This is an optimization exercise on Yosys and OpenROAD, whose aim is small area, a short achievable clock period and few clock cycles, not a production implementation. Function was not checked in any run shown here: the RTL went through the layout flow alone. Power is estimated from default activity; no workload was simulated.

## config.mk

```make
export PLATFORM = sky130hd
export DESIGN_NAME = euclidean_distance_unit
export DESIGN_NICKNAME = euclidean_distance_unit
export VERILOG_FILES = /design/flow/design.v
export SDC_FILE = /design/flow/constraint.sdc
export NUM_CORES = 4
export LEC_CHECK = 0
export CAP_MARGIN = 20
export CORE_MARGIN = 2
export CORE_UTILIZATION = 40
export SETUP_SLACK_MARGIN = 5.0
export SLEW_MARGIN = 20
```

## constraint.sdc

```tcl
create_clock -name core_clock -period 8.0 [get_ports {clk}]
set_input_delay 1.6000 -clock core_clock [delete_from_list [all_inputs] [get_ports {clk}]]
set_output_delay 1.6000 -clock core_clock [all_outputs]
set_load 0.01 [all_outputs]
```

## design.v

```verilog
package edu_pkg;
    localparam int ELEM_W      = 16;             
    localparam int SQ_W        = 2 * ELEM_W;     
    localparam int ACC_W       = 46;             
    localparam int LO_W        = SQ_W;           
    localparam int HI_W        = ACC_W - LO_W;   
    localparam int ROOT_W      = ACC_W / 2;      
    localparam int REM_W       = ROOT_W + 1;     
    localparam int TDATA_IN_W  = 2 * ELEM_W;
    localparam int TDATA_OUT_W = ((ROOT_W + 7) / 8) * 8;
endpackage
module edu_sq_tree
(
    input  logic [16:0] d,
    output logic [33:0] row_s,
    output logic [33:0] row_c
);
    logic [15:0] u;
    logic        n;
    assign u = d[15:0];
    assign n = d[16];
    logic t1, t2, t3, t4, t5, t6, t7, t8, t9, t10, t11, t12, t13, t14, t15, t16, t17, t18, t19, t20, t21, t22, t23, t24, t25, t26, t27, t28, t29, t30, t31, t32, t33, t34, t35, t36, t37, t38, t39, t40, t41, t42, t43, t44, t45, t46, t47, t48, t49, t50, t51, t52, t53, t54, t55, t56, t57, t58, t59, t60, t61, t62, t63, t64, t65, t66, t67, t68, t69, t70, t71, t72, t73, t74, t75, t76, t77, t78, t79, t80, t81, t82, t83, t84, t85, t86, t87, t88, t89, t90, t91, t92, t93, t94, t95, t96, t97, t98, t99, t100, t101, t102, t103, t104, t105, t106, t107, t108, t109, t110, t111, t112, t113, t114, t115, t116, t117, t118, t119, t120, t121, t122, t123, t124, t125, t126, t127, t128, t129, t130, t131, t132, t133, t134, t135, t136, t137, t138, t139, t140, t141, t142, t143, t144, t145, t146, t147, t148, t149, t150, t151, t152, t153, t154, t155, t156, t157, t158, t159, t160, t161, t162, t163, t164, t165, t166, t167, t168, t169, t170, t171, t172, t173, t174, t175, t176, t177, t178, t179, t180, t181, t182, t183, t184, t185, t186, t187, t188, t189, t190, t191, t192, t193, t194, t195, t196, t197, t198, t199, t200, t201, t202, t203, t204, t205, t206, t207, t208, t209, t210;
    assign t1 = (u[0] & u[11]) ^ (u[1] & u[10]);
    assign t2 = (u[0] & u[11]) & (u[1] & u[10]);
    assign t3 = (u[0] & u[12]) ^ (u[1] & u[11]);
    assign t4 = (u[0] & u[12]) & (u[1] & u[11]);
    assign t5 = (u[0] & u[13]) ^ (u[1] & u[12]) ^ (u[2] & u[11]);
    assign t6 = ((u[0] & u[13]) & (u[1] & u[12])) | ((u[0] & u[13]) & (u[2] & u[11])) | ((u[1] & u[12]) & (u[2] & u[11]));
    assign t7 = (u[3] & u[10]) ^ (u[4] & u[9]);
    assign t8 = (u[3] & u[10]) & (u[4] & u[9]);
    assign t9 = (u[0] & u[14]) ^ (u[1] & u[13]) ^ (u[2] & u[12]);
    assign t10 = ((u[0] & u[14]) & (u[1] & u[13])) | ((u[0] & u[14]) & (u[2] & u[12])) | ((u[1] & u[13]) & (u[2] & u[12]));
    assign t11 = (u[3] & u[11]) ^ (u[4] & u[10]);
    assign t12 = (u[3] & u[11]) & (u[4] & u[10]);
    assign t13 = (u[0] & u[15]) ^ (u[1] & u[14]) ^ (u[2] & u[13]);
    assign t14 = ((u[0] & u[15]) & (u[1] & u[14])) | ((u[0] & u[15]) & (u[2] & u[13])) | ((u[1] & u[14]) & (u[2] & u[13]));
    assign t15 = (u[3] & u[12]) ^ (u[4] & u[11]) ^ (u[5] & u[10]);
    assign t16 = ((u[3] & u[12]) & (u[4] & u[11])) | ((u[3] & u[12]) & (u[5] & u[10])) | ((u[4] & u[11]) & (u[5] & u[10]));
    assign t17 = (u[6] & u[9]) ^ (u[7] & u[8]);
    assign t18 = (u[6] & u[9]) & (u[7] & u[8]);
    assign t19 = (u[1] & u[15]) ^ (u[2] & u[14]) ^ (u[3] & u[13]);
    assign t20 = ((u[1] & u[15]) & (u[2] & u[14])) | ((u[1] & u[15]) & (u[3] & u[13])) | ((u[2] & u[14]) & (u[3] & u[13]));
    assign t21 = (u[4] & u[12]) ^ (u[5] & u[11]) ^ (u[6] & u[10]);
    assign t22 = ((u[4] & u[12]) & (u[5] & u[11])) | ((u[4] & u[12]) & (u[6] & u[10])) | ((u[5] & u[11]) & (u[6] & u[10]));
    assign t23 = (u[7] & u[9]) ^ ~(n & u[0]) ^ 1'b1;
    assign t24 = ((u[7] & u[9]) & ~(n & u[0])) | ((u[7] & u[9]) & 1'b1) | (~(n & u[0]) & 1'b1);
    assign t25 = (u[2] & u[15]) ^ (u[3] & u[14]) ^ (u[4] & u[13]);
    assign t26 = ((u[2] & u[15]) & (u[3] & u[14])) | ((u[2] & u[15]) & (u[4] & u[13])) | ((u[3] & u[14]) & (u[4] & u[13]));
    assign t27 = (u[5] & u[12]) ^ (u[6] & u[11]) ^ (u[7] & u[10]);
    assign t28 = ((u[5] & u[12]) & (u[6] & u[11])) | ((u[5] & u[12]) & (u[7] & u[10])) | ((u[6] & u[11]) & (u[7] & u[10]));
    assign t29 = (u[8] & u[9]) ^ u[9] ^ ~(n & u[1]);
    assign t30 = ((u[8] & u[9]) & u[9]) | ((u[8] & u[9]) & ~(n & u[1])) | (u[9] & ~(n & u[1]));
    assign t31 = (u[3] & u[15]) ^ (u[4] & u[14]) ^ (u[5] & u[13]);
    assign t32 = ((u[3] & u[15]) & (u[4] & u[14])) | ((u[3] & u[15]) & (u[5] & u[13])) | ((u[4] & u[14]) & (u[5] & u[13]));
    assign t33 = (u[6] & u[12]) ^ (u[7] & u[11]) ^ (u[8] & u[10]);
    assign t34 = ((u[6] & u[12]) & (u[7] & u[11])) | ((u[6] & u[12]) & (u[8] & u[10])) | ((u[7] & u[11]) & (u[8] & u[10]));
    assign t35 = (u[4] & u[15]) ^ (u[5] & u[14]) ^ (u[6] & u[13]);
    assign t36 = ((u[4] & u[15]) & (u[5] & u[14])) | ((u[4] & u[15]) & (u[6] & u[13])) | ((u[5] & u[14]) & (u[6] & u[13]));
    assign t37 = (u[7] & u[12]) ^ (u[8] & u[11]) ^ (u[9] & u[10]);
    assign t38 = ((u[7] & u[12]) & (u[8] & u[11])) | ((u[7] & u[12]) & (u[9] & u[10])) | ((u[8] & u[11]) & (u[9] & u[10]));
    assign t39 = (u[5] & u[15]) ^ (u[6] & u[14]) ^ (u[7] & u[13]);
    assign t40 = ((u[5] & u[15]) & (u[6] & u[14])) | ((u[5] & u[15]) & (u[7] & u[13])) | ((u[6] & u[14]) & (u[7] & u[13]));
    assign t41 = (u[6] & u[15]) ^ (u[7] & u[14]) ^ (u[8] & u[13]);
    assign t42 = ((u[6] & u[15]) & (u[7] & u[14])) | ((u[6] & u[15]) & (u[8] & u[13])) | ((u[7] & u[14]) & (u[8] & u[13]));
    assign t43 = (u[0] & u[7]) ^ (u[1] & u[6]);
    assign t44 = (u[0] & u[7]) & (u[1] & u[6]);
    assign t45 = (u[0] & u[8]) ^ (u[1] & u[7]);
    assign t46 = (u[0] & u[8]) & (u[1] & u[7]);
    assign t47 = (u[0] & u[9]) ^ (u[1] & u[8]) ^ (u[2] & u[7]);
    assign t48 = ((u[0] & u[9]) & (u[1] & u[8])) | ((u[0] & u[9]) & (u[2] & u[7])) | ((u[1] & u[8]) & (u[2] & u[7]));
    assign t49 = (u[3] & u[6]) ^ (u[4] & u[5]);
    assign t50 = (u[3] & u[6]) & (u[4] & u[5]);
    assign t51 = (u[0] & u[10]) ^ (u[1] & u[9]) ^ (u[2] & u[8]);
    assign t52 = ((u[0] & u[10]) & (u[1] & u[9])) | ((u[0] & u[10]) & (u[2] & u[8])) | ((u[1] & u[9]) & (u[2] & u[8]));
    assign t53 = (u[3] & u[7]) ^ (u[4] & u[6]);
    assign t54 = (u[3] & u[7]) & (u[4] & u[6]);
    assign t55 = (u[2] & u[9]) ^ (u[3] & u[8]) ^ (u[4] & u[7]);
    assign t56 = ((u[2] & u[9]) & (u[3] & u[8])) | ((u[2] & u[9]) & (u[4] & u[7])) | ((u[3] & u[8]) & (u[4] & u[7]));
    assign t57 = (u[5] & u[6]) ^ u[6] ^ t1;
    assign t58 = ((u[5] & u[6]) & u[6]) | ((u[5] & u[6]) & t1) | (u[6] & t1);
    assign t59 = (u[2] & u[10]) ^ (u[3] & u[9]) ^ (u[4] & u[8]);
    assign t60 = ((u[2] & u[10]) & (u[3] & u[9])) | ((u[2] & u[10]) & (u[4] & u[8])) | ((u[3] & u[9]) & (u[4] & u[8]));
    assign t61 = (u[5] & u[7]) ^ t3 ^ t2;
    assign t62 = ((u[5] & u[7]) & t3) | ((u[5] & u[7]) & t2) | (t3 & t2);
    assign t63 = (u[5] & u[8]) ^ (u[6] & u[7]) ^ u[7];
    assign t64 = ((u[5] & u[8]) & (u[6] & u[7])) | ((u[5] & u[8]) & u[7]) | ((u[6] & u[7]) & u[7]);
    assign t65 = t5 ^ t7 ^ t4;
    assign t66 = (t5 & t7) | (t5 & t4) | (t7 & t4);
    assign t67 = (u[5] & u[9]) ^ (u[6] & u[8]) ^ t9;
    assign t68 = ((u[5] & u[9]) & (u[6] & u[8])) | ((u[5] & u[9]) & t9) | ((u[6] & u[8]) & t9);
    assign t69 = t11 ^ t6 ^ t8;
    assign t70 = (t11 & t6) | (t11 & t8) | (t6 & t8);
    assign t71 = u[8] ^ t13 ^ t15;
    assign t72 = (u[8] & t13) | (u[8] & t15) | (t13 & t15);
    assign t73 = t17 ^ t10 ^ t12;
    assign t74 = (t17 & t10) | (t17 & t12) | (t10 & t12);
    assign t75 = t19 ^ t21 ^ t23;
    assign t76 = (t19 & t21) | (t19 & t23) | (t21 & t23);
    assign t77 = t14 ^ t16 ^ t18;
    assign t78 = (t14 & t16) | (t14 & t18) | (t16 & t18);
    assign t79 = t25 ^ t27 ^ t29;
    assign t80 = (t25 & t27) | (t25 & t29) | (t27 & t29);
    assign t81 = t20 ^ t22 ^ t24;
    assign t82 = (t20 & t22) | (t20 & t24) | (t22 & t24);
    assign t83 = ~(n & u[2]) ^ t31 ^ t33;
    assign t84 = (~(n & u[2]) & t31) | (~(n & u[2]) & t33) | (t31 & t33);
    assign t85 = t26 ^ t28 ^ t30;
    assign t86 = (t26 & t28) | (t26 & t30) | (t28 & t30);
    assign t87 = u[10] ^ ~(n & u[3]) ^ t35;
    assign t88 = (u[10] & ~(n & u[3])) | (u[10] & t35) | (~(n & u[3]) & t35);
    assign t89 = t37 ^ t32 ^ t34;
    assign t90 = (t37 & t32) | (t37 & t34) | (t32 & t34);
    assign t91 = (u[8] & u[12]) ^ (u[9] & u[11]) ^ ~(n & u[4]);
    assign t92 = ((u[8] & u[12]) & (u[9] & u[11])) | ((u[8] & u[12]) & ~(n & u[4])) | ((u[9] & u[11]) & ~(n & u[4]));
    assign t93 = t39 ^ t36 ^ t38;
    assign t94 = (t39 & t36) | (t39 & t38) | (t36 & t38);
    assign t95 = (u[9] & u[12]) ^ (u[10] & u[11]) ^ u[11];
    assign t96 = ((u[9] & u[12]) & (u[10] & u[11])) | ((u[9] & u[12]) & u[11]) | ((u[10] & u[11]) & u[11]);
    assign t97 = ~(n & u[5]) ^ t41 ^ t40;
    assign t98 = (~(n & u[5]) & t41) | (~(n & u[5]) & t40) | (t41 & t40);
    assign t99 = (u[7] & u[15]) ^ (u[8] & u[14]) ^ (u[9] & u[13]);
    assign t100 = ((u[7] & u[15]) & (u[8] & u[14])) | ((u[7] & u[15]) & (u[9] & u[13])) | ((u[8] & u[14]) & (u[9] & u[13]));
    assign t101 = (u[10] & u[12]) ^ ~(n & u[6]) ^ t42;
    assign t102 = ((u[10] & u[12]) & ~(n & u[6])) | ((u[10] & u[12]) & t42) | (~(n & u[6]) & t42);
    assign t103 = (u[8] & u[15]) ^ (u[9] & u[14]) ^ (u[10] & u[13]);
    assign t104 = ((u[8] & u[15]) & (u[9] & u[14])) | ((u[8] & u[15]) & (u[10] & u[13])) | ((u[9] & u[14]) & (u[10] & u[13]));
    assign t105 = (u[11] & u[12]) ^ u[12] ^ ~(n & u[7]);
    assign t106 = ((u[11] & u[12]) & u[12]) | ((u[11] & u[12]) & ~(n & u[7])) | (u[12] & ~(n & u[7]));
    assign t107 = (u[9] & u[15]) ^ (u[10] & u[14]) ^ (u[11] & u[13]);
    assign t108 = ((u[9] & u[15]) & (u[10] & u[14])) | ((u[9] & u[15]) & (u[11] & u[13])) | ((u[10] & u[14]) & (u[11] & u[13]));
    assign t109 = (u[10] & u[15]) ^ (u[11] & u[14]) ^ (u[12] & u[13]);
    assign t110 = ((u[10] & u[15]) & (u[11] & u[14])) | ((u[10] & u[15]) & (u[12] & u[13])) | ((u[11] & u[14]) & (u[12] & u[13]));
    assign t111 = (u[0] & u[5]) ^ (u[1] & u[4]);
    assign t112 = (u[0] & u[5]) & (u[1] & u[4]);
    assign t113 = (u[0] & u[6]) ^ (u[1] & u[5]);
    assign t114 = (u[0] & u[6]) & (u[1] & u[5]);
    assign t115 = (u[2] & u[5]) ^ (u[3] & u[4]) ^ u[4];
    assign t116 = ((u[2] & u[5]) & (u[3] & u[4])) | ((u[2] & u[5]) & u[4]) | ((u[3] & u[4]) & u[4]);
    assign t117 = (u[2] & u[6]) ^ (u[3] & u[5]) ^ t45;
    assign t118 = ((u[2] & u[6]) & (u[3] & u[5])) | ((u[2] & u[6]) & t45) | ((u[3] & u[5]) & t45);
    assign t119 = u[5] ^ t47 ^ t49;
    assign t120 = (u[5] & t47) | (u[5] & t49) | (t47 & t49);
    assign t121 = t51 ^ t53 ^ t48;
    assign t122 = (t51 & t53) | (t51 & t48) | (t53 & t48);
    assign t123 = t55 ^ t57 ^ t52;
    assign t124 = (t55 & t57) | (t55 & t52) | (t57 & t52);
    assign t125 = t59 ^ t61 ^ t56;
    assign t126 = (t59 & t61) | (t59 & t56) | (t61 & t56);
    assign t127 = t63 ^ t65 ^ t60;
    assign t128 = (t63 & t65) | (t63 & t60) | (t65 & t60);
    assign t129 = t67 ^ t69 ^ t64;
    assign t130 = (t67 & t69) | (t67 & t64) | (t69 & t64);
    assign t131 = t71 ^ t73 ^ t68;
    assign t132 = (t71 & t73) | (t71 & t68) | (t73 & t68);
    assign t133 = t75 ^ t77 ^ t72;
    assign t134 = (t75 & t77) | (t75 & t72) | (t77 & t72);
    assign t135 = t79 ^ t81 ^ t76;
    assign t136 = (t79 & t81) | (t79 & t76) | (t81 & t76);
    assign t137 = t83 ^ t85 ^ t80;
    assign t138 = (t83 & t85) | (t83 & t80) | (t85 & t80);
    assign t139 = t87 ^ t89 ^ t84;
    assign t140 = (t87 & t89) | (t87 & t84) | (t89 & t84);
    assign t141 = t91 ^ t93 ^ t88;
    assign t142 = (t91 & t93) | (t91 & t88) | (t93 & t88);
    assign t143 = t95 ^ t97 ^ t92;
    assign t144 = (t95 & t97) | (t95 & t92) | (t97 & t92);
    assign t145 = t99 ^ t101 ^ t96;
    assign t146 = (t99 & t101) | (t99 & t96) | (t101 & t96);
    assign t147 = t103 ^ t105 ^ t100;
    assign t148 = (t103 & t105) | (t103 & t100) | (t105 & t100);
    assign t149 = ~(n & u[8]) ^ t107 ^ t104;
    assign t150 = (~(n & u[8]) & t107) | (~(n & u[8]) & t104) | (t107 & t104);
    assign t151 = u[13] ^ ~(n & u[9]) ^ t109;
    assign t152 = (u[13] & ~(n & u[9])) | (u[13] & t109) | (~(n & u[9]) & t109);
    assign t153 = (u[11] & u[15]) ^ (u[12] & u[14]) ^ ~(n & u[10]);
    assign t154 = ((u[11] & u[15]) & (u[12] & u[14])) | ((u[11] & u[15]) & ~(n & u[10])) | ((u[12] & u[14]) & ~(n & u[10]));
    assign t155 = (u[12] & u[15]) ^ (u[13] & u[14]) ^ u[14];
    assign t156 = ((u[12] & u[15]) & (u[13] & u[14])) | ((u[12] & u[15]) & u[14]) | ((u[13] & u[14]) & u[14]);
    assign t157 = (u[0] & u[3]) ^ (u[1] & u[2]);
    assign t158 = (u[0] & u[3]) & (u[1] & u[2]);
    assign t159 = (u[0] & u[4]) ^ (u[1] & u[3]);
    assign t160 = (u[0] & u[4]) & (u[1] & u[3]);
    assign t161 = (u[2] & u[3]) ^ u[3] ^ t111;
    assign t162 = ((u[2] & u[3]) & u[3]) | ((u[2] & u[3]) & t111) | (u[3] & t111);
    assign t163 = (u[2] & u[4]) ^ t113 ^ t112;
    assign t164 = ((u[2] & u[4]) & t113) | ((u[2] & u[4]) & t112) | (t113 & t112);
    assign t165 = t43 ^ t115 ^ t114;
    assign t166 = (t43 & t115) | (t43 & t114) | (t115 & t114);
    assign t167 = t44 ^ t117 ^ t116;
    assign t168 = (t44 & t117) | (t44 & t116) | (t117 & t116);
    assign t169 = t46 ^ t119 ^ t118;
    assign t170 = (t46 & t119) | (t46 & t118) | (t119 & t118);
    assign t171 = t50 ^ t121 ^ t120;
    assign t172 = (t50 & t121) | (t50 & t120) | (t121 & t120);
    assign t173 = t54 ^ t123 ^ t122;
    assign t174 = (t54 & t123) | (t54 & t122) | (t123 & t122);
    assign t175 = t58 ^ t125 ^ t124;
    assign t176 = (t58 & t125) | (t58 & t124) | (t125 & t124);
    assign t177 = t62 ^ t127 ^ t126;
    assign t178 = (t62 & t127) | (t62 & t126) | (t127 & t126);
    assign t179 = t66 ^ t129 ^ t128;
    assign t180 = (t66 & t129) | (t66 & t128) | (t129 & t128);
    assign t181 = t70 ^ t131 ^ t130;
    assign t182 = (t70 & t131) | (t70 & t130) | (t131 & t130);
    assign t183 = t74 ^ t133 ^ t132;
    assign t184 = (t74 & t133) | (t74 & t132) | (t133 & t132);
    assign t185 = t78 ^ t135 ^ t134;
    assign t186 = (t78 & t135) | (t78 & t134) | (t135 & t134);
    assign t187 = t82 ^ t137 ^ t136;
    assign t188 = (t82 & t137) | (t82 & t136) | (t137 & t136);
    assign t189 = t86 ^ t139 ^ t138;
    assign t190 = (t86 & t139) | (t86 & t138) | (t139 & t138);
    assign t191 = t90 ^ t141 ^ t140;
    assign t192 = (t90 & t141) | (t90 & t140) | (t141 & t140);
    assign t193 = t94 ^ t143 ^ t142;
    assign t194 = (t94 & t143) | (t94 & t142) | (t143 & t142);
    assign t195 = t98 ^ t145 ^ t144;
    assign t196 = (t98 & t145) | (t98 & t144) | (t145 & t144);
    assign t197 = t102 ^ t147 ^ t146;
    assign t198 = (t102 & t147) | (t102 & t146) | (t147 & t146);
    assign t199 = t106 ^ t149 ^ t148;
    assign t200 = (t106 & t149) | (t106 & t148) | (t149 & t148);
    assign t201 = t108 ^ t151 ^ t150;
    assign t202 = (t108 & t151) | (t108 & t150) | (t151 & t150);
    assign t203 = t110 ^ t153 ^ t152;
    assign t204 = (t110 & t153) | (t110 & t152) | (t153 & t152);
    assign t205 = ~(n & u[11]) ^ t155 ^ t154;
    assign t206 = (~(n & u[11]) & t155) | (~(n & u[11]) & t154) | (t155 & t154);
    assign t207 = (u[13] & u[15]) ^ ~(n & u[12]) ^ t156;
    assign t208 = ((u[13] & u[15]) & ~(n & u[12])) | ((u[13] & u[15]) & t156) | (~(n & u[12]) & t156);
    assign t209 = (u[14] & u[15]) ^ u[15] ^ ~(n & u[13]);
    assign t210 = ((u[14] & u[15]) & u[15]) | ((u[14] & u[15]) & ~(n & u[13])) | (u[15] & ~(n & u[13]));
    assign row_s = {1'b1, ~(n & u[15]), ~(n & u[14]), t209, t207, t205, t203, t201, t199, t197, t195, t193, t191, t189, t187, t185, t183, t181, t179, t177, t175, t173, t171, t169, t167, t165, t163, t161, t159, u[2], (u[0] & u[2]), (u[0] & u[1]), 1'b0, u[0]};
    assign row_c = {1'b0, n, t210, t208, t206, t204, t202, t200, t198, t196, t194, t192, t190, t188, t186, t184, t182, t180, t178, t176, t174, t172, t170, t168, t166, t164, t162, t160, t158, t157, 1'b0, u[1], 1'b0, 1'b0};
endmodule
module edu_root_top
(
    input  logic [7:0] x,
    output logic [3:0] root,
    output logic [4:0] rem
);
    always_comb
    begin
        case (x)
            8'd0: begin root = 4'd0; rem = 5'd0; end
            8'd1: begin root = 4'd1; rem = 5'd0; end
            8'd2: begin root = 4'd1; rem = 5'd1; end
            8'd3: begin root = 4'd1; rem = 5'd2; end
            8'd4: begin root = 4'd2; rem = 5'd0; end
            8'd5: begin root = 4'd2; rem = 5'd1; end
            8'd6: begin root = 4'd2; rem = 5'd2; end
            8'd7: begin root = 4'd2; rem = 5'd3; end
            8'd8: begin root = 4'd2; rem = 5'd4; end
            8'd9: begin root = 4'd3; rem = 5'd0; end
            8'd10: begin root = 4'd3; rem = 5'd1; end
            8'd11: begin root = 4'd3; rem = 5'd2; end
            8'd12: begin root = 4'd3; rem = 5'd3; end
            8'd13: begin root = 4'd3; rem = 5'd4; end
            8'd14: begin root = 4'd3; rem = 5'd5; end
            8'd15: begin root = 4'd3; rem = 5'd6; end
            8'd16: begin root = 4'd4; rem = 5'd0; end
            8'd17: begin root = 4'd4; rem = 5'd1; end
            8'd18: begin root = 4'd4; rem = 5'd2; end
            8'd19: begin root = 4'd4; rem = 5'd3; end
            8'd20: begin root = 4'd4; rem = 5'd4; end
            8'd21: begin root = 4'd4; rem = 5'd5; end
            8'd22: begin root = 4'd4; rem = 5'd6; end
            8'd23: begin root = 4'd4; rem = 5'd7; end
            8'd24: begin root = 4'd4; rem = 5'd8; end
            8'd25: begin root = 4'd5; rem = 5'd0; end
            8'd26: begin root = 4'd5; rem = 5'd1; end
            8'd27: begin root = 4'd5; rem = 5'd2; end
            8'd28: begin root = 4'd5; rem = 5'd3; end
            8'd29: begin root = 4'd5; rem = 5'd4; end
            8'd30: begin root = 4'd5; rem = 5'd5; end
            8'd31: begin root = 4'd5; rem = 5'd6; end
            8'd32: begin root = 4'd5; rem = 5'd7; end
            8'd33: begin root = 4'd5; rem = 5'd8; end
            8'd34: begin root = 4'd5; rem = 5'd9; end
            8'd35: begin root = 4'd5; rem = 5'd10; end
            8'd36: begin root = 4'd6; rem = 5'd0; end
            8'd37: begin root = 4'd6; rem = 5'd1; end
            8'd38: begin root = 4'd6; rem = 5'd2; end
            8'd39: begin root = 4'd6; rem = 5'd3; end
            8'd40: begin root = 4'd6; rem = 5'd4; end
            8'd41: begin root = 4'd6; rem = 5'd5; end
            8'd42: begin root = 4'd6; rem = 5'd6; end
            8'd43: begin root = 4'd6; rem = 5'd7; end
            8'd44: begin root = 4'd6; rem = 5'd8; end
            8'd45: begin root = 4'd6; rem = 5'd9; end
            8'd46: begin root = 4'd6; rem = 5'd10; end
            8'd47: begin root = 4'd6; rem = 5'd11; end
            8'd48: begin root = 4'd6; rem = 5'd12; end
            8'd49: begin root = 4'd7; rem = 5'd0; end
            8'd50: begin root = 4'd7; rem = 5'd1; end
            8'd51: begin root = 4'd7; rem = 5'd2; end
            8'd52: begin root = 4'd7; rem = 5'd3; end
            8'd53: begin root = 4'd7; rem = 5'd4; end
            8'd54: begin root = 4'd7; rem = 5'd5; end
            8'd55: begin root = 4'd7; rem = 5'd6; end
            8'd56: begin root = 4'd7; rem = 5'd7; end
            8'd57: begin root = 4'd7; rem = 5'd8; end
            8'd58: begin root = 4'd7; rem = 5'd9; end
            8'd59: begin root = 4'd7; rem = 5'd10; end
            8'd60: begin root = 4'd7; rem = 5'd11; end
            8'd61: begin root = 4'd7; rem = 5'd12; end
            8'd62: begin root = 4'd7; rem = 5'd13; end
            8'd63: begin root = 4'd7; rem = 5'd14; end
            8'd64: begin root = 4'd8; rem = 5'd0; end
            8'd65: begin root = 4'd8; rem = 5'd1; end
            8'd66: begin root = 4'd8; rem = 5'd2; end
            8'd67: begin root = 4'd8; rem = 5'd3; end
            8'd68: begin root = 4'd8; rem = 5'd4; end
            8'd69: begin root = 4'd8; rem = 5'd5; end
            8'd70: begin root = 4'd8; rem = 5'd6; end
            8'd71: begin root = 4'd8; rem = 5'd7; end
            8'd72: begin root = 4'd8; rem = 5'd8; end
            8'd73: begin root = 4'd8; rem = 5'd9; end
            8'd74: begin root = 4'd8; rem = 5'd10; end
            8'd75: begin root = 4'd8; rem = 5'd11; end
            8'd76: begin root = 4'd8; rem = 5'd12; end
            8'd77: begin root = 4'd8; rem = 5'd13; end
            8'd78: begin root = 4'd8; rem = 5'd14; end
            8'd79: begin root = 4'd8; rem = 5'd15; end
            8'd80: begin root = 4'd8; rem = 5'd16; end
            8'd81: begin root = 4'd9; rem = 5'd0; end
            8'd82: begin root = 4'd9; rem = 5'd1; end
            8'd83: begin root = 4'd9; rem = 5'd2; end
            8'd84: begin root = 4'd9; rem = 5'd3; end
            8'd85: begin root = 4'd9; rem = 5'd4; end
            8'd86: begin root = 4'd9; rem = 5'd5; end
            8'd87: begin root = 4'd9; rem = 5'd6; end
            8'd88: begin root = 4'd9; rem = 5'd7; end
            8'd89: begin root = 4'd9; rem = 5'd8; end
            8'd90: begin root = 4'd9; rem = 5'd9; end
            8'd91: begin root = 4'd9; rem = 5'd10; end
            8'd92: begin root = 4'd9; rem = 5'd11; end
            8'd93: begin root = 4'd9; rem = 5'd12; end
            8'd94: begin root = 4'd9; rem = 5'd13; end
            8'd95: begin root = 4'd9; rem = 5'd14; end
            8'd96: begin root = 4'd9; rem = 5'd15; end
            8'd97: begin root = 4'd9; rem = 5'd16; end
            8'd98: begin root = 4'd9; rem = 5'd17; end
            8'd99: begin root = 4'd9; rem = 5'd18; end
            8'd100: begin root = 4'd10; rem = 5'd0; end
            8'd101: begin root = 4'd10; rem = 5'd1; end
            8'd102: begin root = 4'd10; rem = 5'd2; end
            8'd103: begin root = 4'd10; rem = 5'd3; end
            8'd104: begin root = 4'd10; rem = 5'd4; end
            8'd105: begin root = 4'd10; rem = 5'd5; end
            8'd106: begin root = 4'd10; rem = 5'd6; end
            8'd107: begin root = 4'd10; rem = 5'd7; end
            8'd108: begin root = 4'd10; rem = 5'd8; end
            8'd109: begin root = 4'd10; rem = 5'd9; end
            8'd110: begin root = 4'd10; rem = 5'd10; end
            8'd111: begin root = 4'd10; rem = 5'd11; end
            8'd112: begin root = 4'd10; rem = 5'd12; end
            8'd113: begin root = 4'd10; rem = 5'd13; end
            8'd114: begin root = 4'd10; rem = 5'd14; end
            8'd115: begin root = 4'd10; rem = 5'd15; end
            8'd116: begin root = 4'd10; rem = 5'd16; end
            8'd117: begin root = 4'd10; rem = 5'd17; end
            8'd118: begin root = 4'd10; rem = 5'd18; end
            8'd119: begin root = 4'd10; rem = 5'd19; end
            8'd120: begin root = 4'd10; rem = 5'd20; end
            8'd121: begin root = 4'd11; rem = 5'd0; end
            8'd122: begin root = 4'd11; rem = 5'd1; end
            8'd123: begin root = 4'd11; rem = 5'd2; end
            8'd124: begin root = 4'd11; rem = 5'd3; end
            8'd125: begin root = 4'd11; rem = 5'd4; end
            8'd126: begin root = 4'd11; rem = 5'd5; end
            8'd127: begin root = 4'd11; rem = 5'd6; end
            8'd128: begin root = 4'd11; rem = 5'd7; end
            8'd129: begin root = 4'd11; rem = 5'd8; end
            8'd130: begin root = 4'd11; rem = 5'd9; end
            8'd131: begin root = 4'd11; rem = 5'd10; end
            8'd132: begin root = 4'd11; rem = 5'd11; end
            8'd133: begin root = 4'd11; rem = 5'd12; end
            8'd134: begin root = 4'd11; rem = 5'd13; end
            8'd135: begin root = 4'd11; rem = 5'd14; end
            8'd136: begin root = 4'd11; rem = 5'd15; end
            8'd137: begin root = 4'd11; rem = 5'd16; end
            8'd138: begin root = 4'd11; rem = 5'd17; end
            8'd139: begin root = 4'd11; rem = 5'd18; end
            8'd140: begin root = 4'd11; rem = 5'd19; end
            8'd141: begin root = 4'd11; rem = 5'd20; end
            8'd142: begin root = 4'd11; rem = 5'd21; end
            8'd143: begin root = 4'd11; rem = 5'd22; end
            8'd144: begin root = 4'd12; rem = 5'd0; end
            8'd145: begin root = 4'd12; rem = 5'd1; end
            8'd146: begin root = 4'd12; rem = 5'd2; end
            8'd147: begin root = 4'd12; rem = 5'd3; end
            8'd148: begin root = 4'd12; rem = 5'd4; end
            8'd149: begin root = 4'd12; rem = 5'd5; end
            8'd150: begin root = 4'd12; rem = 5'd6; end
            8'd151: begin root = 4'd12; rem = 5'd7; end
            8'd152: begin root = 4'd12; rem = 5'd8; end
            8'd153: begin root = 4'd12; rem = 5'd9; end
            8'd154: begin root = 4'd12; rem = 5'd10; end
            8'd155: begin root = 4'd12; rem = 5'd11; end
            8'd156: begin root = 4'd12; rem = 5'd12; end
            8'd157: begin root = 4'd12; rem = 5'd13; end
            8'd158: begin root = 4'd12; rem = 5'd14; end
            8'd159: begin root = 4'd12; rem = 5'd15; end
            8'd160: begin root = 4'd12; rem = 5'd16; end
            8'd161: begin root = 4'd12; rem = 5'd17; end
            8'd162: begin root = 4'd12; rem = 5'd18; end
            8'd163: begin root = 4'd12; rem = 5'd19; end
            8'd164: begin root = 4'd12; rem = 5'd20; end
            8'd165: begin root = 4'd12; rem = 5'd21; end
            8'd166: begin root = 4'd12; rem = 5'd22; end
            8'd167: begin root = 4'd12; rem = 5'd23; end
            8'd168: begin root = 4'd12; rem = 5'd24; end
            8'd169: begin root = 4'd13; rem = 5'd0; end
            8'd170: begin root = 4'd13; rem = 5'd1; end
            8'd171: begin root = 4'd13; rem = 5'd2; end
            8'd172: begin root = 4'd13; rem = 5'd3; end
            8'd173: begin root = 4'd13; rem = 5'd4; end
            8'd174: begin root = 4'd13; rem = 5'd5; end
            8'd175: begin root = 4'd13; rem = 5'd6; end
            8'd176: begin root = 4'd13; rem = 5'd7; end
            8'd177: begin root = 4'd13; rem = 5'd8; end
            8'd178: begin root = 4'd13; rem = 5'd9; end
            8'd179: begin root = 4'd13; rem = 5'd10; end
            8'd180: begin root = 4'd13; rem = 5'd11; end
            8'd181: begin root = 4'd13; rem = 5'd12; end
            8'd182: begin root = 4'd13; rem = 5'd13; end
            8'd183: begin root = 4'd13; rem = 5'd14; end
            8'd184: begin root = 4'd13; rem = 5'd15; end
            8'd185: begin root = 4'd13; rem = 5'd16; end
            8'd186: begin root = 4'd13; rem = 5'd17; end
            8'd187: begin root = 4'd13; rem = 5'd18; end
            8'd188: begin root = 4'd13; rem = 5'd19; end
            8'd189: begin root = 4'd13; rem = 5'd20; end
            8'd190: begin root = 4'd13; rem = 5'd21; end
            8'd191: begin root = 4'd13; rem = 5'd22; end
            8'd192: begin root = 4'd13; rem = 5'd23; end
            8'd193: begin root = 4'd13; rem = 5'd24; end
            8'd194: begin root = 4'd13; rem = 5'd25; end
            8'd195: begin root = 4'd13; rem = 5'd26; end
            8'd196: begin root = 4'd14; rem = 5'd0; end
            8'd197: begin root = 4'd14; rem = 5'd1; end
            8'd198: begin root = 4'd14; rem = 5'd2; end
            8'd199: begin root = 4'd14; rem = 5'd3; end
            8'd200: begin root = 4'd14; rem = 5'd4; end
            8'd201: begin root = 4'd14; rem = 5'd5; end
            8'd202: begin root = 4'd14; rem = 5'd6; end
            8'd203: begin root = 4'd14; rem = 5'd7; end
            8'd204: begin root = 4'd14; rem = 5'd8; end
            8'd205: begin root = 4'd14; rem = 5'd9; end
            8'd206: begin root = 4'd14; rem = 5'd10; end
            8'd207: begin root = 4'd14; rem = 5'd11; end
            8'd208: begin root = 4'd14; rem = 5'd12; end
            8'd209: begin root = 4'd14; rem = 5'd13; end
            8'd210: begin root = 4'd14; rem = 5'd14; end
            8'd211: begin root = 4'd14; rem = 5'd15; end
            8'd212: begin root = 4'd14; rem = 5'd16; end
            8'd213: begin root = 4'd14; rem = 5'd17; end
            8'd214: begin root = 4'd14; rem = 5'd18; end
            8'd215: begin root = 4'd14; rem = 5'd19; end
            8'd216: begin root = 4'd14; rem = 5'd20; end
            8'd217: begin root = 4'd14; rem = 5'd21; end
            8'd218: begin root = 4'd14; rem = 5'd22; end
            8'd219: begin root = 4'd14; rem = 5'd23; end
            8'd220: begin root = 4'd14; rem = 5'd24; end
            8'd221: begin root = 4'd14; rem = 5'd25; end
            8'd222: begin root = 4'd14; rem = 5'd26; end
            8'd223: begin root = 4'd14; rem = 5'd27; end
            8'd224: begin root = 4'd14; rem = 5'd28; end
            8'd225: begin root = 4'd15; rem = 5'd0; end
            8'd226: begin root = 4'd15; rem = 5'd1; end
            8'd227: begin root = 4'd15; rem = 5'd2; end
            8'd228: begin root = 4'd15; rem = 5'd3; end
            8'd229: begin root = 4'd15; rem = 5'd4; end
            8'd230: begin root = 4'd15; rem = 5'd5; end
            8'd231: begin root = 4'd15; rem = 5'd6; end
            8'd232: begin root = 4'd15; rem = 5'd7; end
            8'd233: begin root = 4'd15; rem = 5'd8; end
            8'd234: begin root = 4'd15; rem = 5'd9; end
            8'd235: begin root = 4'd15; rem = 5'd10; end
            8'd236: begin root = 4'd15; rem = 5'd11; end
            8'd237: begin root = 4'd15; rem = 5'd12; end
            8'd238: begin root = 4'd15; rem = 5'd13; end
            8'd239: begin root = 4'd15; rem = 5'd14; end
            8'd240: begin root = 4'd15; rem = 5'd15; end
            8'd241: begin root = 4'd15; rem = 5'd16; end
            8'd242: begin root = 4'd15; rem = 5'd17; end
            8'd243: begin root = 4'd15; rem = 5'd18; end
            8'd244: begin root = 4'd15; rem = 5'd19; end
            8'd245: begin root = 4'd15; rem = 5'd20; end
            8'd246: begin root = 4'd15; rem = 5'd21; end
            8'd247: begin root = 4'd15; rem = 5'd22; end
            8'd248: begin root = 4'd15; rem = 5'd23; end
            8'd249: begin root = 4'd15; rem = 5'd24; end
            8'd250: begin root = 4'd15; rem = 5'd25; end
            8'd251: begin root = 4'd15; rem = 5'd26; end
            8'd252: begin root = 4'd15; rem = 5'd27; end
            8'd253: begin root = 4'd15; rem = 5'd28; end
            8'd254: begin root = 4'd15; rem = 5'd29; end
            8'd255: begin root = 4'd15; rem = 5'd30; end
            default: begin root = '0; rem = '0; end
        endcase
    end
endmodule
module euclidean_distance_unit
(
    input  logic                              clk,
    input  logic                              rst_n,
    input  logic                              s_axis_tvalid,
    output logic                              s_axis_tready,
    input  logic [edu_pkg::TDATA_IN_W-1:0]    s_axis_tdata,
    input  logic                              s_axis_tlast,
    output logic                              m_axis_tvalid,
    input  logic                              m_axis_tready,
    output logic [edu_pkg::TDATA_OUT_W-1:0]   m_axis_tdata,
    output logic                              m_axis_tuser
);
    localparam int EW    = edu_pkg::ELEM_W;
    localparam int AW    = edu_pkg::ACC_W;
    localparam int LW    = edu_pkg::LO_W;
    localparam int HW    = edu_pkg::HI_W;
    localparam int RW    = edu_pkg::ROOT_W;
    localparam int MW    = edu_pkg::REM_W;
    localparam int FB    = 4;                    
    localparam int RADW  = AW - 2 * FB;          
    localparam int STEPS = RW - FB;              
    localparam int TW    = LW + 2;               
    logic              rdy_reg;
    logic              accept;
    logic [EW:0]       diff;
    logic [EW:0]       da_reg;
    logic              va_reg, lasta_reg;
    assign accept = s_axis_tvalid && rdy_reg;
    assign diff   = {s_axis_tdata[EW-1], s_axis_tdata[EW-1:0]}
                  - {s_axis_tdata[2*EW-1], s_axis_tdata[2*EW-1:EW]};
    always_ff @(posedge clk)
    begin
        da_reg    <= accept ? diff : '0;
        lasta_reg <= s_axis_tlast;
    end
    logic [TW-1:0]     row_s, row_c;
    logic [TW-1:0]     rsb_reg, rcb_reg;
    logic              vb_reg, lastb_reg;
    edu_sq_tree u_sq
    (
        .d     (da_reg),
        .row_s (row_s),
        .row_c (row_c)
    );
    always_ff @(posedge clk)
    begin
        rsb_reg   <= row_s;
        rcb_reg   <= row_c;
        lastb_reg <= lasta_reg;
    end
    logic [LW-1:0]     lo_reg;
    logic [HW-1:0]     hi_reg;
    logic              cy_reg, ovf_reg;
    logic              first_reg;    
    logic              clr_reg;      
    logic              full_reg;     
    logic [TW-1:0]     base, cs_s, cs_c, lo_sum;
    logic [HW:0]       hi_inc;
    logic              load;
    assign base   = clr_reg ? '0 : TW'(lo_reg);
    assign cs_s   = base ^ rsb_reg ^ rcb_reg;
    assign cs_c   = {(base[TW-2:0] & rsb_reg[TW-2:0])
                   | (base[TW-2:0] & rcb_reg[TW-2:0])
                   | (rsb_reg[TW-2:0] & rcb_reg[TW-2:0]), 1'b0};
    assign lo_sum = cs_s + cs_c;
    always_comb
    begin
        for (int i = 0; i < HW; i++)
            hi_inc[i] = hi_reg[i] ^ (cy_reg && ((hi_reg & HW'((1 << i) - 1)) == HW'((1 << i) - 1)));
        hi_inc[HW] = cy_reg && (&hi_reg);
    end
    always_ff @(posedge clk)
    begin
        lo_reg  <= lo_sum[LW-1:0];
        cy_reg  <= lo_sum[LW];
        hi_reg  <= clr_reg ? '0 : hi_inc[HW-1:0];
        ovf_reg <= clr_reg ? 1'b0 : (ovf_reg || hi_inc[HW]);
    end
    logic              busy_reg, valid_reg, sat_reg;
    logic [4:0]        cnt_reg;
    logic [RADW-1:0]   rad_reg;
    logic [MW-1:0]     rem_reg;
    logic [RW-1:0]     root_reg;
    logic [AW-1:0]     sum_c;        
    logic              sat_c;
    logic [FB-1:0]     root_t;
    logic [FB:0]       rem_t;
    logic              free, finish;
    logic [MW+1:0]     rs, dd;
    logic              fit;
    assign sum_c = {hi_inc[HW-1:0], lo_reg};
    assign sat_c = ovf_reg || hi_inc[HW];
    edu_root_top u_top
    (
        .x    (sum_c[AW-1 -: 2*FB]),
        .root (root_t),
        .rem  (rem_t)
    );
    assign rs  = {rem_reg, rad_reg[RADW-1 -: 2]};
    assign dd  = rs - (MW+2)'({root_reg, 2'b01});
    assign fit = !dd[MW+1] || sat_reg;
    assign free   = (!busy_reg && !valid_reg) || (valid_reg && m_axis_tready);
    assign load   = full_reg && free;
    assign finish = busy_reg && (cnt_reg == '0);
    always_ff @(posedge clk)
    begin
        if (load)
        begin
            rad_reg  <= sum_c[RADW-1:0];
            rem_reg  <= MW'(rem_t);
            root_reg <= RW'(root_t | {FB{sat_c}});
            sat_reg  <= sat_c;
        end
        else
        begin
            rad_reg  <= {rad_reg[RADW-3:0], 2'b00};
            rem_reg  <= fit ? dd[MW-1:0] : rs[MW-1:0];
            if (busy_reg)
                root_reg <= {root_reg[RW-2:0], fit};
        end
    end
    logic [2:0] pend;
    logic       idle_next;
    assign pend = 3'(full_reg && !load) + 3'(vb_reg && lastb_reg)
                + 3'(va_reg && lasta_reg) + 3'(accept && s_axis_tlast);
    assign idle_next = !load && !(busy_reg && !finish)
                    && !(finish || (valid_reg && !m_axis_tready));
    always_ff @(posedge clk or negedge rst_n)
    begin
        if (!rst_n)
        begin
            rdy_reg   <= 1'b0;
            va_reg    <= 1'b0;
            vb_reg    <= 1'b0;
            first_reg <= 1'b1;
            clr_reg   <= 1'b0;
            full_reg  <= 1'b0;
            busy_reg  <= 1'b0;
            valid_reg <= 1'b0;
            cnt_reg   <= '0;
        end
        else
        begin
            rdy_reg   <= (pend == '0) || ((pend == 3'd1) && idle_next);
            va_reg    <= accept;
            vb_reg    <= va_reg;
            if (vb_reg)
                first_reg <= lastb_reg;
            clr_reg   <= va_reg && (vb_reg ? lastb_reg : first_reg);
            full_reg  <= (full_reg && !load) || (vb_reg && lastb_reg);
            if (load)
            begin
                busy_reg <= 1'b1;
                cnt_reg  <= 5'(STEPS - 1);
            end
            else if (busy_reg)
            begin
                cnt_reg  <= cnt_reg - 1'b1;
                if (finish)
                    busy_reg <= 1'b0;
            end
            if (finish)
                valid_reg <= 1'b1;
            else if (m_axis_tready)
                valid_reg <= 1'b0;
        end
    end
    assign s_axis_tready = rdy_reg;
    assign m_axis_tvalid = valid_reg;
    assign m_axis_tdata  = edu_pkg::TDATA_OUT_W'(root_reg);
    assign m_axis_tuser  = sat_reg;
endmodule
```

## run.sh

```bash
#!/bin/bash
# synth_recipe.tcl (not shown) runs the flow's synth.tcl, then flattens the netlist and writes it again
# the make line also repeats each setting of config.mk as NAME=value (left out here)
make -C /OpenROAD-flow-scripts/flow DESIGN_CONFIG=/design/flow/config.mk WORK_HOME=/design/flow/orfs CLKGATE_MAP_FILE= SYNTH_SCRIPT=/design/flow/synth_recipe.tcl finish
```

==> impl_metrics.toml, run 1 <==
[cells_and_area]
finalNetCount = 2240
multiInputGateArea_um2 = 11100
insertedDiodeCount = 0
drive_gt1_share_pct = 18.9
largest_register_ffs = 38
fillers = 3699
seq_area_um2 = 4940
syn2layout_area_growth_pct = 24.5

[synthesis]
netlist.area_leader.share_pct = 23.7
netlist_area_um2 = 16100
syn-num-nets = 2127
ys_ff_latch = 228
synthCells = 1874
synth_edf_count = 24
syn_avg_cell_area_um2 = 8.60
ys.flop_type = "dfxtp_1"
synth_warnings = 2
ys_seq_area_share_pct = 30.2
synth_area_leaders = "dfxtp_1 24%, fa_1 14%, ha_1 8.0%"
ys_async_sr_fraction_pct = 5.70
yosys.area.top_type = "dfxtp_1"
synth_cell_type_count = 92

[power_and_ir_drop]
ir_drop_v = 0.000188
cellLeakagePower_uw = 0.00904
switchingPower_uw = 3550
power_density_nw_per_um2 = 419
swShare_pct = 42.2
finalPower_uw = 8400
p_int_uw = 4850
power_frac_comb_pct = 61.7
pwr-share-seq_pct = 24.3
clkPwrFrac_pct = 14.0

[job]
cap_violations = 0

[global_route]
grt_max_degree = 63
grt_pass1_vias = 13100
antenna_found_initial = 0
grt_usage_pct = 18.6
grt_pass1_wl_um = 64300
grt-ovfl-total = 0

[clock_network]
cts_root_buf = "clkbuf_16"
cts_buffers = 27
clk_latency_ns = 0.55
cts_tree = "built"
cts_buffer_depth = 3
clkSinkCount = 228
htree_levels = 1
cts.clk_slew.worst_paths_ns = 0.06

[drt]
wire_per_inst_um = 15.6
met3_length_um = 1630
dr_total_vias = 12900
vias_per_cell = 5.11
maxUsedRoutingLayer = "met4"
first_pass_iters = 8
postRouteWirelength_um = 39600
drc = 0
wl_met1_um = 17500
dr.first_iter.drc_count = 739
ant_nets = 0
wl_met2_um = 19300

[sta]
clock.fmax_mhz = 287
hold_slack_ns = 0.344
tns_ns = 0
rsz0062_at_grt = "yes"
fin_crit_sh_pct = 43.5
report.final.slew_viol_count = 0
skew_ns = 0.0138
hold_violations = 0
setup_violations = 0
worstMarginPinSlew_ns = 0.783
min_period_ns = 3.48
slew_headroom_pct = 47.6

[floorplan]
die_area_um2 = 41900
die_width_um = 205
io_pins = 64
die_h_um = 205
rows = 73
start_util_pct = 40.5
coreArea_um2 = 39700

[setup_path]
crit_top_cell = "a21o_1"
startpoint_type = "register"
crit_type = "reg -> reg"
crit_buf_inv = 2
cp_cell_sequence = "buf_12, nand2b_4, fa_1, inv_2, ha_4, a21o_1, a21oi_2, o21ai_2, a21o_1, a22oi_2, o41ai_4, or4_1, o311ai_2, xnor2_1"
crit_path_end_kind = "register"
crit_path_max_fanout = 8
slowest_delay_ns = 0.54
critPathTopFamily = "compound AO/OA/AOI/OAI gates"
cp.arrival_ns = 3.91
cp_slowest_cell = "dfrtp_4"
worst_ep_required_time_ns = 8.43

[placed_design]
io_buffers = 62
hpwl_um = 26700
place_congestion = 0.905

[min_path]
hold_class = "reg -> reg"

[run_status]
status = "no timing/DRC/antenna violations"
## cell usage in the layout (no fill, tap or decap), types with 24 or more instances in the layout
cell	instances
ha_1	59
dlygate4sd2_1	29
nor2_1	123
fa_1	112
nand2b_1	35
nor3_1	24
inv_1	243
xor2_1	25
xnor2_1	57
edfxtp_1	24
a21o_1	26
buf_4	77
and2_1	85
o21ai_0	70
nand2_1	229
a21oi_1	64
dfxtp_1	166
clkbuf_16	27
ha_4	37
## layout make-up
cell class,count,share of cell area [%]
Sequential cell,228,24.6
Clock buffer,39,3.84
Multi-Input combinational cell,1305,55.3
Timing Repair Buffer,156,7.35
Tap cell,525,3.27
Clock inverter,7,0.380
Inverter,269,5.23
## stage by stage
step | instances | cell area, um^2 | setup slack (ns) | util (%)
final | 2529 | 20100 | 4.52 | 50.5
after global routing | 2529 | 20100 | 4.40 | 50.5
after CTS | 2493 | 19400 | 4.61 | 48.8
after detailed placement | 2398 | 17500 | 3.69 | 44.0
after global placement | 2398 | 17500 | 3.73 | 44.0
after floorplan | 1874 | 16500 | 4.56 | -
## what timing repair did
action | CTS | global route
setup buffers | 45 | 36
pin swaps | 63 | 62
hold buffers | 0 | 0
gates cloned | 4 | 0
gates resized for setup | 209 | 115
endpoints found under the setup margin | 187 | 65
## worst paths after layout
check                                              to         startpoint  depth (start not counted)  slack, ns
worst min-delay path                lastb_reg$_DFF_P_  lasta_reg$_DFF_P_                          0       0.34
max in group asynchronous           clr_reg$_DFF_PN0_              rst_n                          1       6.10
worst max register to register     lo_reg[29]$_DFF_P_  clr_reg$_DFF_PN0_                         14       4.52
min in group asynchronous       valid_reg$_DFFE_PN0P_              rst_n                          1       1.44
worst max-delay path               lo_reg[29]$_DFF_P_  clr_reg$_DFF_PN0_                         14       4.52
worst min register to register      lastb_reg$_DFF_P_  lasta_reg$_DFF_P_                          0       0.34
## worst reg2reg max path: cells and delay by family, from the launching register on
| kind | cells | cell delay, ns |
|---|---|---|
| AND/OR/NAND/NOR | 2 | 0.58 |
| flip-flops | 1 | 0.54 |
| XOR/XNOR | 1 | 0.10 |
| AO/OA/AOI/OAI | 7 | 1.28 |
| buffers and inverters | 2 | 0.22 |
| adder cells (fa/ha/maj) | 2 | 0.66 |
## power groups by stage
stage                     Combinational, uW  Sequential (uW)  Clock (uW)
after floorplan                        3470             1910           0
after global placement                 4230             2030           0
after detailed placement               4300             2040           0
after CTS                              4850             2040        1210
after global routing                   5770             2100        1250
final                                  5180             2040        1180
## logic make-up after synthesis
kind of cell | after synthesis | synth area share, %
AND/OR/NAND/NOR | 639 | 19.2
XOR/XNOR | 88 | 4.88
buffers and inverters | 342 | 8.36
AO/OA/AOI/OAI | 337 | 13.8
adder cells (fa/ha/maj) | 217 | 22.1
multiplexers | 22 | 1.41
other | 1 | 0.0233
flip-flops | 228 | 30.2
## routing by layer
layer	global-route usage [%]	up-vias
li1	-	6364
met1	23.4	6167
met2	32.6	309
met3	2.31	79
met4	6.39	0
met5	0	-
## cell usage after synthesis, drive strengths merged (24+ instances only)
cell / count
ha: 103
a21oi: 80
nand3: 27
dfxtp: 191
inv: 266
nor3: 29
xor2: 25
o21ai: 88
nor2: 136
and2: 88
clkbuf: 53
nand2: 236
edfxtp: 24
fa: 113
a21o: 26
xnor2: 63
nand2b: 48
==> run 2, diff against run 1 <==
--- a/design.v
+++ b/design.v
@@ -535,7 +535,7 @@
                   - {s_axis_tdata[2*EW-1], s_axis_tdata[2*EW-1:EW]};
     always_ff @(posedge clk)
     begin
-        da_reg    <= accept ? diff : '0;
+        da_reg    <= diff;
         lasta_reg <= s_axis_tlast;
     end
     logic [TW-1:0]     row_s, row_c;
@@ -553,21 +553,25 @@
         rcb_reg   <= row_c;
         lastb_reg <= lasta_reg;
     end
+    logic [TW-1:0]     sq;
+    logic [LW:0]       sqq_reg;
+    logic              vq_reg, lastq_reg;
+    assign sq = rsb_reg + rcb_reg;
+    always_ff @(posedge clk)
+    begin
+        sqq_reg   <= vb_reg ? sq[LW:0] : '0;
+        lastq_reg <= lastb_reg;
+    end
     logic [LW-1:0]     lo_reg;
     logic [HW-1:0]     hi_reg;
     logic              cy_reg, ovf_reg;
     logic              first_reg;    
     logic              clr_reg;      
     logic              full_reg;     
-    logic [TW-1:0]     base, cs_s, cs_c, lo_sum;
+    logic [LW:0]       lo_sum;
     logic [HW:0]       hi_inc;
     logic              load;
-    assign base   = clr_reg ? '0 : TW'(lo_reg);
-    assign cs_s   = base ^ rsb_reg ^ rcb_reg;
-    assign cs_c   = {(base[TW-2:0] & rsb_reg[TW-2:0])
-                   | (base[TW-2:0] & rcb_reg[TW-2:0])
-                   | (rsb_reg[TW-2:0] & rcb_reg[TW-2:0]), 1'b0};
-    assign lo_sum = cs_s + cs_c;
+    assign lo_sum = {1'b0, clr_reg ? '0 : lo_reg} + sqq_reg;
     always_comb
     begin
         for (int i = 0; i < HW; i++)
@@ -575,6 +579,8 @@
         hi_inc[HW] = cy_reg && (&hi_reg);
     end
     always_ff @(posedge clk)
+        clr_reg <= vb_reg && (vq_reg ? lastq_reg : first_reg);
+    always_ff @(posedge clk)
     begin
         lo_reg  <= lo_sum[LW-1:0];
         cy_reg  <= lo_sum[LW];
@@ -593,8 +599,19 @@
     logic              free, finish;
     logic [MW+1:0]     rs, dd;
     logic              fit;
-    assign sum_c = {hi_inc[HW-1:0], lo_reg};
-    assign sat_c = ovf_reg || hi_inc[HW];
+    logic              bufv_reg, bsat_reg, move;
+    logic [AW-1:0]     bsum_reg;
+    assign move = full_reg && (!bufv_reg || load);
+    always_ff @(posedge clk)
+    begin
+        if (move)
+        begin
+            bsum_reg <= {hi_inc[HW-1:0], lo_reg};
+            bsat_reg <= ovf_reg || hi_inc[HW];
+        end
+    end
+    assign sum_c = bsum_reg;
+    assign sat_c = bsat_reg;
     edu_root_top u_top
     (
         .x    (sum_c[AW-1 -: 2*FB]),
@@ -605,7 +622,7 @@
     assign dd  = rs - (MW+2)'({root_reg, 2'b01});
     assign fit = !dd[MW+1] || sat_reg;
     assign free   = (!busy_reg && !valid_reg) || (valid_reg && m_axis_tready);
-    assign load   = full_reg && free;
+    assign load   = bufv_reg && free;
     assign finish = busy_reg && (cnt_reg == '0);
     always_ff @(posedge clk)
     begin
@@ -626,7 +643,7 @@
     end
     logic [2:0] pend;
     logic       idle_next;
-    assign pend = 3'(full_reg && !load) + 3'(vb_reg && lastb_reg)
+    assign pend = 3'((bufv_reg && !load) || move) + 3'(full_reg && !move) + 3'(vq_reg && lastq_reg) + 3'(vb_reg && lastb_reg)
                 + 3'(va_reg && lasta_reg) + 3'(accept && s_axis_tlast);
     assign idle_next = !load && !(busy_reg && !finish)
                     && !(finish || (valid_reg && !m_axis_tready));
@@ -637,22 +654,24 @@
             rdy_reg   <= 1'b0;
             va_reg    <= 1'b0;
             vb_reg    <= 1'b0;
+            vq_reg    <= 1'b0;
             first_reg <= 1'b1;
-            clr_reg   <= 1'b0;
             full_reg  <= 1'b0;
+            bufv_reg  <= 1'b0;
             busy_reg  <= 1'b0;
             valid_reg <= 1'b0;
             cnt_reg   <= '0;
         end
         else
         begin
-            rdy_reg   <= (pend == '0) || ((pend == 3'd1) && idle_next);
+            rdy_reg   <= (pend <= 3'd1) || ((pend == 3'd2) && idle_next);
             va_reg    <= accept;
             vb_reg    <= va_reg;
-            if (vb_reg)
-                first_reg <= lastb_reg;
-            clr_reg   <= va_reg && (vb_reg ? lastb_reg : first_reg);
-            full_reg  <= (full_reg && !load) || (vb_reg && lastb_reg);
+            vq_reg    <= vb_reg;
+            if (vq_reg)
+                first_reg <= lastq_reg;
+            full_reg  <= (full_reg && !move) || (vq_reg && lastq_reg);
+            bufv_reg  <= (bufv_reg && !load) || move;
             if (load)
             begin
                 busy_reg <= 1'b1;
==> impl_metrics.toml, run 2 <==
[run_status]
status = "no timing/DRC/antenna violations"

[synthesis]
ys_ff_latch = 319
synthCells = 1969
netlist.area_leader.share_pct = 25.4
synth-simple-area-share_pct = 18.7
syn-num-nets = 2223
ys_seq_area_share_pct = 38.8
ys.flop_type = "dfxtp_1"
ys_async_sr_fraction_pct = 4.39
synth_mux_area_share_pct = 1.01
yosysMostFrequentCell = "nand2_1"
synth_xor_area_share_pct = 4.83
netlist_area_um2 = 18500
synth_area_leaders = "dfxtp_1 25%, edfxtp_1 12%, fa_1 9.3%"
synth_edf_count = 71
synth_cell_type_count = 97
synth_warnings = 2
yosys.area.top_type = "dfxtp_1"
syn_avg_cell_area_um2 = 9.38
synth_fa_ha_area_share_pct = 18.2
synth_compound_area_share_pct = 13.3
synth_top_family_by_area = "simple AND/OR/NAND/NOR gates"
synth_common_cells = "264 x nand2_1, 234 x dfxtp_1, 167 x inv_1"

[global_route]
grt_pass1_vias = 14400
grt_pass1_wl_um = 68400
antenna_found_initial = 0
grt-ovfl-total = 0
grt_usage_pct = 17.2
grt_max_degree = 57

[setup_path]
crit_type = "in -> reg"
cp_cell_sequence = "buf_6, nand2b_4, buf_6, a21bo_4, nand2_8, inv_16, buf_12, mux2_4, clkinv_8, xnor2_2, o32ai_1, a32oi_1, o21ai_0, o22a_1"
worst_ep_required_time_ns = 8.44
rr_endpoint = "lo_reg[31]$_DFF_P_"
ff2ff_path_depth = 12
cp.arrival_ns = 3.78
crit_top_cell = "buf_6"
crit_path_end_kind = "register"
crit_path_max_fanout = 6
critPathTopFamily = "compound AO/OA/AOI/OAI gates"
r2r-start = "clr_reg$_DFF_P_"
cp_slowest_cell = "mux2_4"
slowest_delay_ns = 0.32
r2r_slack_ns = 5.05
crit_buf_inv = 5
startpoint_type = "primary input"

[clock_network]
cts_buffer_depth = 3
clk_latency_ns = 0.55
cts_buffers = 37
cts_tree = "built"
cts_root_buf = "clkbuf_16"
htree_levels = 2
ctsHoldBuffers = 0
cts.clk_slew.worst_paths_ns = 0.06
clkSinkCount = 319

[power_and_ir_drop]
ir_drop_v = 0.000245
power_density_nw_per_um2 = 463
finalPower_uw = 10500
cellLeakagePower_uw = 0.0100

[sta]
min_period_ns = 3.35
setup_violations = 0
worstMarginPinSlew_ns = 0.885
slew_headroom_pct = 40.6
tns_ns = 0
report.final.slew_viol_count = 0
hold_violations = 0
rsz0062_at_grt = "yes"
clock.fmax_mhz = 299
fin_crit_sh_pct = 41.8
skew_ns = 0.0266

[cells_and_area]
insertedDiodeCount = 0
final_core_util_pct = 50.1
finalNetCount = 2363
layout_common_cells = "254 x nand2_1, 217 x dfxtp_1, 157 x inv_1"
final_common_cell = "nand2_1"
largest_register_ffs = 46
drive_gt1_share_pct = 17.2
syn2layout_area_growth_pct = 23.5

[placed_design]
hpwl_um = 26300
place_congestion = 0.833
io_buffers = 62

[min_path]
hp-start = "lastb_reg$_DFF_P_"
min_to = "lastq_reg$_DFF_P_"
hold_class = "reg -> reg"
hold_depth = 0

[drt]
vias_per_cell = 5.19
dr_total_vias = 14200
first_pass_iters = 6
postRouteWirelength_um = 41500
dr.first_iter.drc_count = 782
wire_per_inst_um = 15.2
drc = 0
ant_nets = 0

[floorplan]
rows = 78
die_area_um2 = 47900
die_width_um = 219
coreArea_um2 = 45500
io_pins = 64
die_h_um = 219
start_util_pct = 40.6

[job]
cap_violations = 0
-- run 2: how the worst max path moves through the flow --
stage                        endpoint          start  depth (start not counted)
detailed placement  rdy_reg$_DFF_PN0_  m_axis_tready                          7
global placement     rem_t[0]$_DFF_P_  m_axis_tready                         11
CTS                 rdy_reg$_DFF_PN0_  m_axis_tready                         12
finish               rem_t[3]$_DFF_P_  m_axis_tready                         14
global route         rem_t[0]$_DFF_P_  m_axis_tready                         14
floorplan           rdy_reg$_DFF_PN0_  m_axis_tready                         11
-- run 2: kinds of logic (layout without fill, tap and decap cells) --
kind of cell | after synthesis | count (layout)
DFF | 319 | 319
buffers and inverters | 239 | 403
and+or+nand+nor | 702 | 702
AOI/OAI and AO/OA | 374 | 374
other | 1 | 1
muxes | 16 | 20
xor gates and xnor gates | 101 | 101
adders and majority gates | 217 | 217
-- run 2: timing repair --
action                     in CTS  in global routing
cloned                         11                  0
pin swaps                      50                 65
resized for setup             189                111
setup buffers                  70                 19
setup endpoints to repair     178                134
-- run 2: metal layers --
metal | track usage, % | routed length [um] | part of all wire [%]
met5 | 0 | 0 | 0
met3 | 3.08 | 1850 | 4.4
met1 | 19.9 | 17100 | 41
met2 | 31.1 | 21000 | 51
met4 | 7.66 | 1560 | 3.7
-- run 2: report_power, final --
part / leakage [uW] / switching [uW] / internal [uW] / total [uW]
Combinational: 0.00662 / 3330 / 2720 / 6050
Sequential: 0.00282 / 377 / 2450 / 2820
Clock: 0.000594 / 675 / 997 / 1670
Total: 0.0100 / 4380 / 6170 / 10500
-- run 2: layout make-up --
cell class	instances	area [um^2]
Multi-Input combinational cell	1415	11400
Tap cell	600	751
Timing Repair inverter	4	35.0
Fill cell	4185	22700
Sequential cell	319	7220
Inverter	171	703
Clock inverter	18	175
Timing Repair Buffer	161	1490
Clock buffer	49	1020
-- run 2: metrics by stage --
step	std cells	hold WS (ns)	setup slack (ns)	cell area, um^2
after detailed placement	2570	0.335	3.34	19800
after global routing	2737	0.362	4.58	22800
after floorplan	1969	0.323	4.23	18700
after global placement	2570	0.330	3.40	19800
final	2737	0.340	4.65	22800
after CTS	2718	0.343	4.66	22100
==> run 3, diff against run 2 <==
--- a/config.mk
+++ b/config.mk
@@ -5,8 +5,10 @@
 export SDC_FILE = /design/flow/constraint.sdc
 export NUM_CORES = 4
 export LEC_CHECK = 0
+export ABC_AREA = 1
 export CAP_MARGIN = 20
 export CORE_MARGIN = 2
-export CORE_UTILIZATION = 40
+export CORE_UTILIZATION = 60
+export PLACE_DENSITY = 0.75
 export SETUP_SLACK_MARGIN = 5.0
 export SLEW_MARGIN = 20
==> impl_metrics.toml, run 3 <==
[drt]
drc = 0
postRouteWirelength_um = 44100
vias_per_cell = 5.29
ant_nets = 0
dr_total_vias = 16000
dr.first_iter.drc_count = 826
first_pass_iters = 8
wire_per_inst_um = 14.6

[setup_path]
startpoint_type = "primary input"
crit_path_max_fanout = 3
worst_ep_required_time_ns = 8.44
slowest_delay_ns = 0.41
critPathTopFamily = "adder cells"
cp_cell_sequence = "buf_12, inv_16, nand2_8, nand2_8, nand2_4, nor2_4, fa_1, inv_1, fa_1, inv_1, ha_2, or3b_4, a21oi_2"
crit_buf_inv = 4
cp_slowest_cell = "fa_1"
cp.arrival_ns = 3.81
crit_path_end_kind = "register"
crit_type = "in -> reg"

[floorplan]
coreArea_um2 = 31700
die_width_um = 184
start_util_pct = 61.1
rows = 65
die_area_um2 = 33800
die_h_um = 184
io_pins = 64

[clock_network]
cts_tree = "built"
htree_levels = 2
clk_latency_ns = 0.52
clkSinkCount = 319
cts.clk_slew.worst_paths_ns = 0.06
cts_buffer_depth = 3
cts_root_buf = "clkbuf_16"
cts_buffers = 35
ctsHoldBuffers = 0

[cells_and_area]
finalNetCount = 2853
fin_cells = 3028
drive_gt1_share_pct = 10.1
largest_register_ffs = 46
final_core_util_pct = 71.1
layout_common_cells = "637 x nand2_1, 422 x inv_1, 218 x dfxtp_1"
insertedDiodeCount = 0
syn2layout_area_growth_pct = 16.4
final_common_cell = "nand2_1"
fin_area_um2 = 22600

[sta]
slew_headroom_pct = 37.3
setup_violations = 0
rsz0062_at_grt = "yes"
clock.fmax_mhz = 297
worstMarginPinSlew_ns = 0.940
fin_crit_sh_pct = 42.1
report.final.slew_viol_count = 0
hold_violations = 0
skew_ns = 0.0221
min_period_ns = 3.37
tns_ns = 0

[synthesis]
ys_ff_latch = 319
syn_avg_cell_area_um2 = 7.74
synth_warnings = 2
synth_cell_type_count = 57
synth_area_leaders = "dfxtp_1 24%, nand2_1 13%, edfxtp_1 11%"
syn-num-nets = 2760
ys_seq_area_share_pct = 37.0
yosys.area.top_type = "dfxtp_1"
synth_common_cells = "656 x nand2_1, 435 x inv_1, 234 x dfxtp_1"
ys_async_sr_fraction_pct = 4.39
ys.flop_type = "dfxtp_1"
synthCells = 2506
netlist_area_um2 = 19400
yosysMostFrequentCell = "nand2_1"
netlist.area_leader.share_pct = 24.2
synth_edf_count = 71

[placed_design]
io_buffers = 62
place_congestion = 0.917
postPlaceCellArea_um2 = 20400
dp.cells = 2901
hpwl_um = 30800

[global_route]
grt_pass1_vias = 16000
grt_max_degree = 57
grt_usage_pct = 26.5
antenna_found_initial = 0
grt-ovfl-total = 0
grt_pass1_wl_um = 73500

[job]
cap_violations = 0

[min_path]
hold_class = "reg -> reg"

[run_status]
status = "no timing/DRC/antenna violations"

[power_and_ir_drop]
ir_drop_v = 0.000264
cellLeakagePower_uw = 0.0117
power_density_nw_per_um2 = 475
-- run 3: changes by cell type after synthesis, moves of 17 or more --
cell | previous run | this run
xnor2_1 | 62 | 30
nor2_1 | 122 | 204
a21oi_1 | 103 | 160
inv_1 | 167 | 435
nand4_1 | 11 | 28
a21o_1 | 30 | 8
and2_1 | 106 | 1
o21ai_0 | 84 | 103
nand2b_1 | 18 | 0
nor2b_1 | 59 | 0
nand2_1 | 264 | 656
nand3_1 | 32 | 90
-- run 3: final timing paths --
path	startpoint	endpoint	slack (ns)	cells past startpoint
max	m_axis_tready	rdy_reg$_DFF_PN0_	4.63	13
min	lasta_reg$_DFF_P_	lastb_reg$_DFF_P_	0.34	0
max reg2reg	valid_reg$_DFFE_PN0P_	rdy_reg$_DFF_PN0_	5.07	13
min reg2reg	lasta_reg$_DFF_P_	lastb_reg$_DFF_P_	0.34	0
max in group asynchronous	rst_n	valid_reg$_DFFE_PN0P_	6.11	1
min in group asynchronous	rst_n	cnt_reg[0]$_DFFE_PN0P_	1.46	1
-- run 3: per-layer routing --
| layer | global-route usage [%] | wire [um] | vias up |
|---|---|---|---|
| li1 | - | - | 8045 |
| met1 | 30.7 | 18300 | 7556 |
| met2 | 49.9 | 22900 | 324 |
| met3 | 3.68 | 1670 | 101 |
| met4 | 8.74 | 1210 | 0 |
| met5 | 0 | 0 | - |
-- run 3: worst register-to-register path, delay by kind of cell (launching register included) --
family | cells | cell delay, ns
fa+ha+maj | 3 | 1.07
simple gates | 5 | 0.86
flops | 1 | 0.40
buf+inv | 4 | 0.36
compound gates | 1 | 0.16
-- run 3: final cells by class --
type	count	area (um^2)
fill	2508	9150
clock inverter	15	120
inverter	439	1700
multi-input combinational	1678	10800
timing repair buffer	126	1170
tap	402	503
sequential	319	7230
clock buffer	49	1010
-- run 3: power by group --
group	switching (uW)	internal [uW]	leakage, uW
Combinational	3900	2370	0.00830
Clock	647	920	0.000550
Sequential	410	2470	0.00282
-- run 3: cell families (layout without fill, tap and decap cells) --
logic type	Yosys count	count (layout)	synth area share, %
buffers and inverters	513	629	10.3
XOR/XNOR	71	71	3.21
adder cells (fa/ha/maj)	217	217	17.3
flip-flops	319	319	37.0
other	1	1	0.0193
AND/OR/NAND/NOR	1049	1052	22.5
AO/OA/AOI/OAI	336	337	9.60
-- run 3: through the flow --
step                      power (uW)  hold WS (ns)  setup slack, ns
after floorplan                 7310         0.329             4.32
after global placement          8600         0.337             3.05
after detailed placement        8730         0.337             2.92
after CTS                      10500         0.342             4.65
after global routing           11800         0.349             4.57
final                          10700         0.343             4.63
-- run 3: what timing repair did --
action                     in CTS  in global routing
setup buffers                  34                 25
cloned                          2                  2
pin swaps                      31                 48
setup endpoints to repair     197                 92
gates resized for setup       107                 76

## port drivers added, routing unchanged
The results above use ideal ports. As a check the final layouts listed here were re-extracted and re-timed, cells and wires unchanged. Step 1, drivers: a clkbuf_16 drives clk and a buf_2 each remaining input, both assumed. Step 2 also shifts input and output timing later by t, the mid clock arrival at the registers, as if the neighbouring blocks saw the same clock. a / b / c = no drivers / after step 1 / after step 2; a / b = the first two.
run	shift t [ns]	slack for setup (ns)
run 1	0.598	4.518 / 4.518 / 4.272
run 2	0.589	4.654 / 4.675 / 4.087
run 3	0.564	4.633 / 4.635 / 4.071
After both steps every run listed still meets setup and hold.
